From an optimization exercise on the open Yosys and OpenROAD flow, aimed at small area; shortcuts taken in it are not production practice.
Only simulation tests tie the RTL to the original design; equivalence was not proved.
The flow treats the clock pin as an ideal source. Dropping or thinning the clock tree relies on that and would not hold on a real chip.
Power figures rest on the tool's default switching activity, not on a simulated workload.

--- design/flow/config.mk ---
export PLATFORM = sky130hd
export DESIGN_NAME = ff_stuffer_top
export DESIGN_NICKNAME = ff_stuffer_top
export VERILOG_FILES = /design/flow/design.v
export SDC_FILE = /design/flow/constraint.sdc
export NUM_CORES = 4
export LEC_CHECK = 0
export CAP_MARGIN = 20
export CORE_MARGIN = 2
export CORE_UTILIZATION = 40
export GPL_TIMING_DRIVEN = 0
export SLEW_MARGIN = 20
--- design/flow/flow/my_synth.tcl ---
proc synth {args} { yosys synth -nofsm -noshare {*}$args }
# Same synthesis as synth_recipe.tcl, with ABC's mapping script swapped for
# an area-oriented one (registers are mapped before ABC and stay as they are)
proc abc {args} {
  set i [lsearch -exact $args -script]
  if { $i >= 0 && [info exists ::env(MY_ABC_SCRIPT)] } { lset args [expr {$i + 1}] $::env(MY_ABC_SCRIPT) }
  yosys abc {*}$args
}
source $::env(SCRIPTS_DIR)/synth.tcl
# left out here: clear keep_hierarchy, flatten, clean up, hide names made inside functions, write 1_2_yosys.v
--- design/flow/design.v ---
package jpeg_byte_pkg;
    typedef logic [8-1:0] byte_t;
    typedef logic [4*8-1:0] word_t;
    typedef logic [8*8-1:0] group_data_t;
    typedef logic [$clog2(8+1)-1:0] group_len_t;
endpackage
package stuff_stream_pkg;
    typedef struct packed {
        logic [8*8-1:0]       data;   
        logic [$clog2(8+1)-1:0] len;    
    } stuffed_group_t;
    typedef struct packed {
        logic empty;
        logic full;
    } fifo_status_t;
endpackage
`timescale 1ns/1ps
module ff_stuffer_top (
    input  logic                 clk,
    input  logic                 rst,
    input  logic                 in_valid,    
    input  jpeg_byte_pkg::word_t in_word,
    output logic                 out_valid,
    output jpeg_byte_pkg::word_t out_word
);
    logic [7:0] a [4];           
    logic [3:0] g;               
    logic [7:0] b [1:3];         
    logic [1:3] f;               
    logic [2:0] k;               
    logic [7:0] kh;              
    logic [3:0] sa [4];          
    logic [3:0] sb [1:3];        
    always_comb begin
        for (int i = 0; i < 4; i++) begin
            a[i] = in_word[(3-i)*8 +: 8];
            g[i] = &a[i];
        end
        for (int i = 1; i < 4; i++)
            f[i] = &b[i];
        for (int i = 0; i < 8; i++)
            kh[i] = (k == 3'(i));
    end
    logic [5:0] h3;              
    logic [3:0] h2;              
    logic [3:0] kh_lo;           
    always_comb begin
        for (int j = 0; j < 6; j++)
            h3[j] = f[3] ? ((j + 2 < 8) && kh[(j+2)%8]) : kh[j+1];
        for (int j = 0; j < 4; j++)
            h2[j] = f[2] ? h3[j+2] : h3[j+1];
        sb[3] = h3[3:0];
        sb[2] = h2;
        sb[1] = {2'b00, f[1] ? h2[3:2] : h2[2:1]};
        kh_lo = kh[3:0];
        sa[0] = kh_lo;
        sa[1] = g[0] ? {kh_lo[1:0], 2'b00} : {kh_lo[2:0], 1'b0};
        sa[2] = 4'b0000;
        sa[2][2] = kh_lo[0] && !g[0] && !g[1];
        sa[2][3] = kh_lo[1] && !g[0] && !g[1] || kh_lo[0] && (g[0] ^ g[1]);
        sa[3] = {kh_lo[0] && !g[0] && !g[1] && !g[2], 3'b000};
    end
    always_comb begin
        for (int j = 0; j < 4; j++) begin
            logic [7:0] o;
            o = 8'h00;
            for (int i = 1; i < 4; i++)
                o = o | ({8{sb[i][j]}} & b[i]);
            for (int i = 0; i < 4; i++)
                o = o | ({8{sa[i][j]}} & a[i]);
            out_word[(3-j)*8 +: 8] = o;
        end
    end
    assign out_valid = in_valid || k[2];
    always_ff @(posedge clk) begin
        if (in_valid) begin
            b[1] <= a[1];
            b[2] <= a[2];
            b[3] <= a[3];
        end
    end
    always_ff @(posedge clk) begin
        if (rst)
            k <= 3'd0;
        else if (in_valid)
            k <= {1'b0, k[1:0]} + 3'(g[0]) + 3'(g[1]) + 3'(g[2]) + 3'(g[3]);
        else if (k[2])
            k <= {1'b0, k[1:0]};
    end
endmodule
--- design/flow/standard.sh ---
#!/bin/bash
# synth_recipe.tcl (not shown) runs the flow's synth.tcl, then flattens the netlist and writes it again
# the make line also repeats each setting of config.mk as NAME=value (left out here)
make -C /OpenROAD-flow-scripts/flow DESIGN_CONFIG=/design/flow/config.mk WORK_HOME=/design/flow/orfs CLKGATE_MAP_FILE= SYNTH_SCRIPT=/design/flow/synth_recipe.tcl "${@:-finish}"
--- design/flow/flow/area.abc ---
strash
&get -n
&st
&deepsyn -T 30
&dch -f
&nf -R 1000
&put
--- design/flow/flow/run.sh ---
#!/bin/bash
# Standard layout with these changes: ABC restructures and maps for area,
# the port buffers are the smallest buffer (the resizer still upsizes them
# where timing needs), and the clock tree is one buffer
# (CTS adds no dummy load, and its leaf buffers are merged into the root).
set -euo pipefail
work=$(pwd)
export MY_ABC_SCRIPT=$work/flow/area.abc
export BUFFER_PORTS_ARGS="-buffer_cell sky130_fd_sc_hd__buf_1"
# ORFS's default CTS arguments, without the dummy load cell
export CTS_ARGS="-sink_clustering_enable -repair_clock_nets -dont_use_dummy_load"
# After CTS, drive all registers from the root clock buffer alone
export POST_CTS_TCL=$work/flow/onebuf.tcl
export ONEBUF_CELL=sky130_fd_sc_hd__clkbuf_16
sed "s|SYNTH_SCRIPT=[^ ]*|SYNTH_SCRIPT=$work/flow/my_synth.tcl|" standard.sh > my_standard.sh
grep -q "SYNTH_SCRIPT=$work/flow/my_synth.tcl" my_standard.sh
bash my_standard.sh > flow.log 2>&1 || { tail -50 flow.log; exit 1; }
for f in orfs/logs/*/ff_stuffer_top/base/*.log; do cp "$f" "log_$(basename "$f")"; done
--- design/flow/flow/onebuf.tcl ---
# Collapse the clock tree to its root buffer: the leaf buffers' sinks move to
# the root buffer's output net, and the root buffer is sized to drive them.
set block [ord::get_db_block]
set root [$block findInst clkbuf_0_clk]
set rootnet [[$root findITerm X] getNet]
foreach inst [$block getInsts] {
  set m [[$inst getMaster] getName]
  if { $inst == $root || ![string match sky130_fd_sc_hd__clkbuf_* $m] } { continue }
  set in [[$inst findITerm A] getNet]
  if { $in != $rootnet } { continue }
  set out [[$inst findITerm X] getNet]
  foreach it [$out getITerms] {
    if { [$it getInst] == $inst } { continue }
    $it disconnect
    $it connect $rootnet
  }
  [$inst findITerm A] disconnect
  [$inst findITerm X] disconnect
  puts "removed clock buffer [$inst getName]"
  odb::dbInst_destroy $inst
  odb::dbNet_destroy $out
}
replace_cell clkbuf_0_clk $::env(ONEBUF_CELL)
detailed_placement
estimate_parasitics -placement
--- design/flow/constraint.sdc ---
create_clock -name core_clock -period 5.0 [get_ports {clk}]
set_input_delay 1.0000 -clock core_clock [delete_from_list [all_inputs] [get_ports {clk}]]
set_output_delay 1.0000 -clock core_clock [all_outputs]
set_load 0.01 [all_outputs]
==> run summary <==
==> cell type report <==
type	count	area share [%]
clock buffer	1	1.10
inverter	7	1.15
multi-input combinational	173	49.1
sequential	27	34.3
tap	54	2.97
timing repair buffer	68	11.3
==> power groups by stage <==
| stage | sequential, mW | combinational [mW] | clock, mW |
|---|---|---|---|
| 2_1_floorplan | 0.281 | 0.0373 | 0 |
| 3_3_place_gp | 0.289 | 0.0817 | 0 |
| 3_5_place_dp | 0.289 | 0.0822 | 0 |
| 5_1_grt | 0.287 | 0.0912 | 0.109 |
| 6_report | 0.285 | 0.0835 | 0.0968 |
==> metal layers <==
metal  vias up  GRT usage (%)  part of all wire [%]
met5         -              0                     0
met4         0           7.82                   2.0
met3        14           3.43                    13
met2       176           43.2                    43
met1      1033           44.4                    42
li1       1010              -                     -
==> synthesized netlist by cell type, drive strengths merged <==
cell type   n  share of area (%)
and3b       1               0.46
nand4      12                3.9
or2         2               0.65
clkinv      7                1.4
nor4        1               0.33
o22ai       1               0.33
and3        1               0.33
nand3      16                4.2
o21ai       3               0.78
nand2b      1               0.33
a222oi     40                 21
nor2b       3               0.98
or3b        1               0.46
nor2       12                2.3
nor3        3               0.78
and2        2               0.65
a22o        2               0.91
a21oi       2               0.52
nand3b      1               0.39
fa          3                3.1
a22oi       2               0.78
dfxtp       3                3.1
mux2        4                2.3
a32o        1               0.52
nand2      58                 11
edfxtp     24                 38
ha          1               0.65
==> worst max-delay path by stage <==
stage                                 start           end  depth (start not counted)
final                     b[3][4]$_DFFE_PP_  out_word[21]                         10
after detailed placement        in_word[31]  out_word[13]                          8
after floorplan                 in_word[31]  out_word[13]                          6
after global routing      b[3][6]$_DFFE_PP_  out_word[21]                         10
after global placement          in_word[31]  out_word[13]                          8
==> logic make-up after synthesis <==
family                     after synthesis  synth area share [%]
buffers and inverters                    7                  1.37
muxes                                    4                  2.35
adders and majority gates                4                  3.78
DFF                                     27                  40.7
AOI/OAI and AO/OA                       51                  24.7
and+or+nand+nor                        114                  27.1
==> state kept, by name, summed over array words and instances, names as in the netlist <==
name,cells
k,3
b,24
==> through the flow <==
step                utilization (%)  std cells  total power, mW  hold WS [ps]
finish                         48.8        330            0.465           632
global route                   48.8        330            0.487           652
detailed placement             48.2        328            0.372           597
global placement               48.0        328            0.371           593
floorplan                         -        207            0.319           532
==> worst max-delay path, delay by kind of cell (launching register included) <==
family / cells / cell delay, ps
flip-flops: 1 / 470
multiplexers: 1 / 410
buffers and inverters: 2 / 360
AO/OA/AOI/OAI: 2 / 1140
AND/OR/NAND/NOR: 5 / 1070
==> metrics.md <==
| Metric | Value |
|---|---|
| Leakage dissipation | 0.734 nW |
| VDD IR max | 164 uV |
| Mapped Nets | 246 |
| Number of global-route vias before repair | 2047 |
| Synthesis warning total | 5 |
| Pre-antenna DRT Iters | 8 |
| Fin area | 2280 sq um |
| Drc violations | 0 |
| Worst-path fanout max | 10 |
| Antenna cells | 0 |
| Die Span Y | 73.3 microns |
| Combinational Power Share | 17.9% |
| DR vias | approximately 2200 |
| R2R Setup Slk | 3140 ps |
| Netlist cell types | 27 |
| Most common cell after layout, fill and taps aside | buf_1 |
| Number of synthesized register bits | 27 |
| Clk Latency, worst-skew pair | 170 ps |
| Post-route clock period utilization | 92.3% |
| Ports | 68 |
| Max incr delay on CP | between 800 and 900 ps |
| Final Setup Violations | 0 |
| Die Span X | between 70 and 80 microns |
| Nets | 317 |
| NetSw | approximately 0.13 mW |
| Clock Sinks | 27 |
| Ratio of cells with drive above 1 in the final layout | 1.45% |
| WL per Instance | roughly 22 microns |
| Count of pins over their slew limit | 0 |
| Hold Violations, Final | 0 |
| Worst Path Class, Setup | register to output pin |
| WP data required | 4000 ps |
| Largest net degree at the start of global routing | 28 |
| Worst slew margin | 31.5% |
| Worst hold endpoint | k[0]$_SDFFE_PP0P_ |
| FILL cells | 483 |
| Initial antenna violation count | 0 |
| Status | no timing/DRC/antenna violations |
| Worst Setup Slack, final | 384 ps |
| Drt total wl | 7.12 mm |
| Sw Share | 28.8% |
| Syn avg cell area | 9.27 sq um |
| Worst Reg-to-Reg Cells | 5 |
| Crit path DAT | between 3000 and 4000 ps |
| PwrDens | 204 nW/um^2 |
| Dpl ws | 669 ps |
| Minimum clock period | between 4000 and 5000 ps |
| Sequential cell area fraction in the yosys report | 40.7% |
| Post-DR vias/cell | about 6.8 |
| Clk_skew | 0.726 ps |
| Worst-path clk slew | 110 ps |
| R2R Path End | k[1]$_SDFFE_PP0P_ |
| Sum Neg Setup Slack | 0 ps |
| Total GRT Usage | 29.0% |
| Clock network power share | 20.8% |
| Violation count after the first detailed-route iteration | 545 |
| MaxCap Viol Count | 0 |
| Fmax | between 200 and 250 MHz |
| Sequential share of power | 61.2% |
| Syn Inst Count | around 210 |
| Worst Hold Class | register to register |
| Placed Area | approximately 2200 sq um |
| IO buf count | between 60 and 70 |
| Unrepaired setup endpoints after global routing | no |
| Slowest CP cell | o22ai_1 |
| Dpl hpwl | 5.16 mm |
| First-pass GRT wire length | 10.9 mm |
| P&R area growth vs syn | 18.6% |
| WHS Path Cells | 1 |
| Die area | about 5400 sq um |
| Hold_sp | k[0]$_SDFFE_PP0P_ |
| CP cell instances | nand4_1 > o21ai_0 > nor2b_1 > and3b_1 > clkinv_1 > o22ai_1 > mux2_1 > nand2_1 > nand3_1 > buf_1 |
| CP startpoint kind | register |
| Core region area | ~4700 sq um |
| Slew @ Worst Pin | 1020 ps |
| Crit. End Element | output pin |
| Internal power | 0.331 mW |
| Row Count | 25 |
| Initial Util | 41.2% |
| Register area | 781 sq um |
| R2R Path Start | k[0]$_SDFFE_PP0P_ |
| Gr ovfl total | 0 |
| GPL Wtd Cong | 0.909 |
| Antenna Nets Post-Route | 0 |
| Synth Cell Area | 1920 sq um |
| Commonest cells after routing, fill and taps aside | buf_1 (66), nand2_1 (58), a222oi_1 (40) |
| Multi-input gate area | 1120 sq um |

[re-timing with driven ports]
Ports are ideal in the flow. The routed layout listed here was re-timed in OpenROAD.
Step 1 (the two cells are an assumption about what drives the block):
set clk [get_ports {clk}]
set_driving_cell -lib_cell sky130_fd_sc_hd__clkbuf_16 $clk
set_driving_cell -lib_cell sky130_fd_sc_hd__buf_2 [delete_from_list [all_inputs] $clk]
Step 2 times the ports against the registers' clock, not the clock port: input delays grow and output delays shrink by t, the midpoint of the rising clock arrivals with the driver on.
Three values: no drivers, after step 1, after step 2; two values: the first two.
t (ns): 0.199
setup slack, ns: 0.384 / 0.353 / 0.532
worst hold slack (ns): 0.632 / 0.632 / 0.632
pins driven straight from the clock port: 1
After both steps this run still meets setup and hold. For this run, drivers alone change the setup slack by -0.031 ns; drivers and shift together by +0.148 ns.
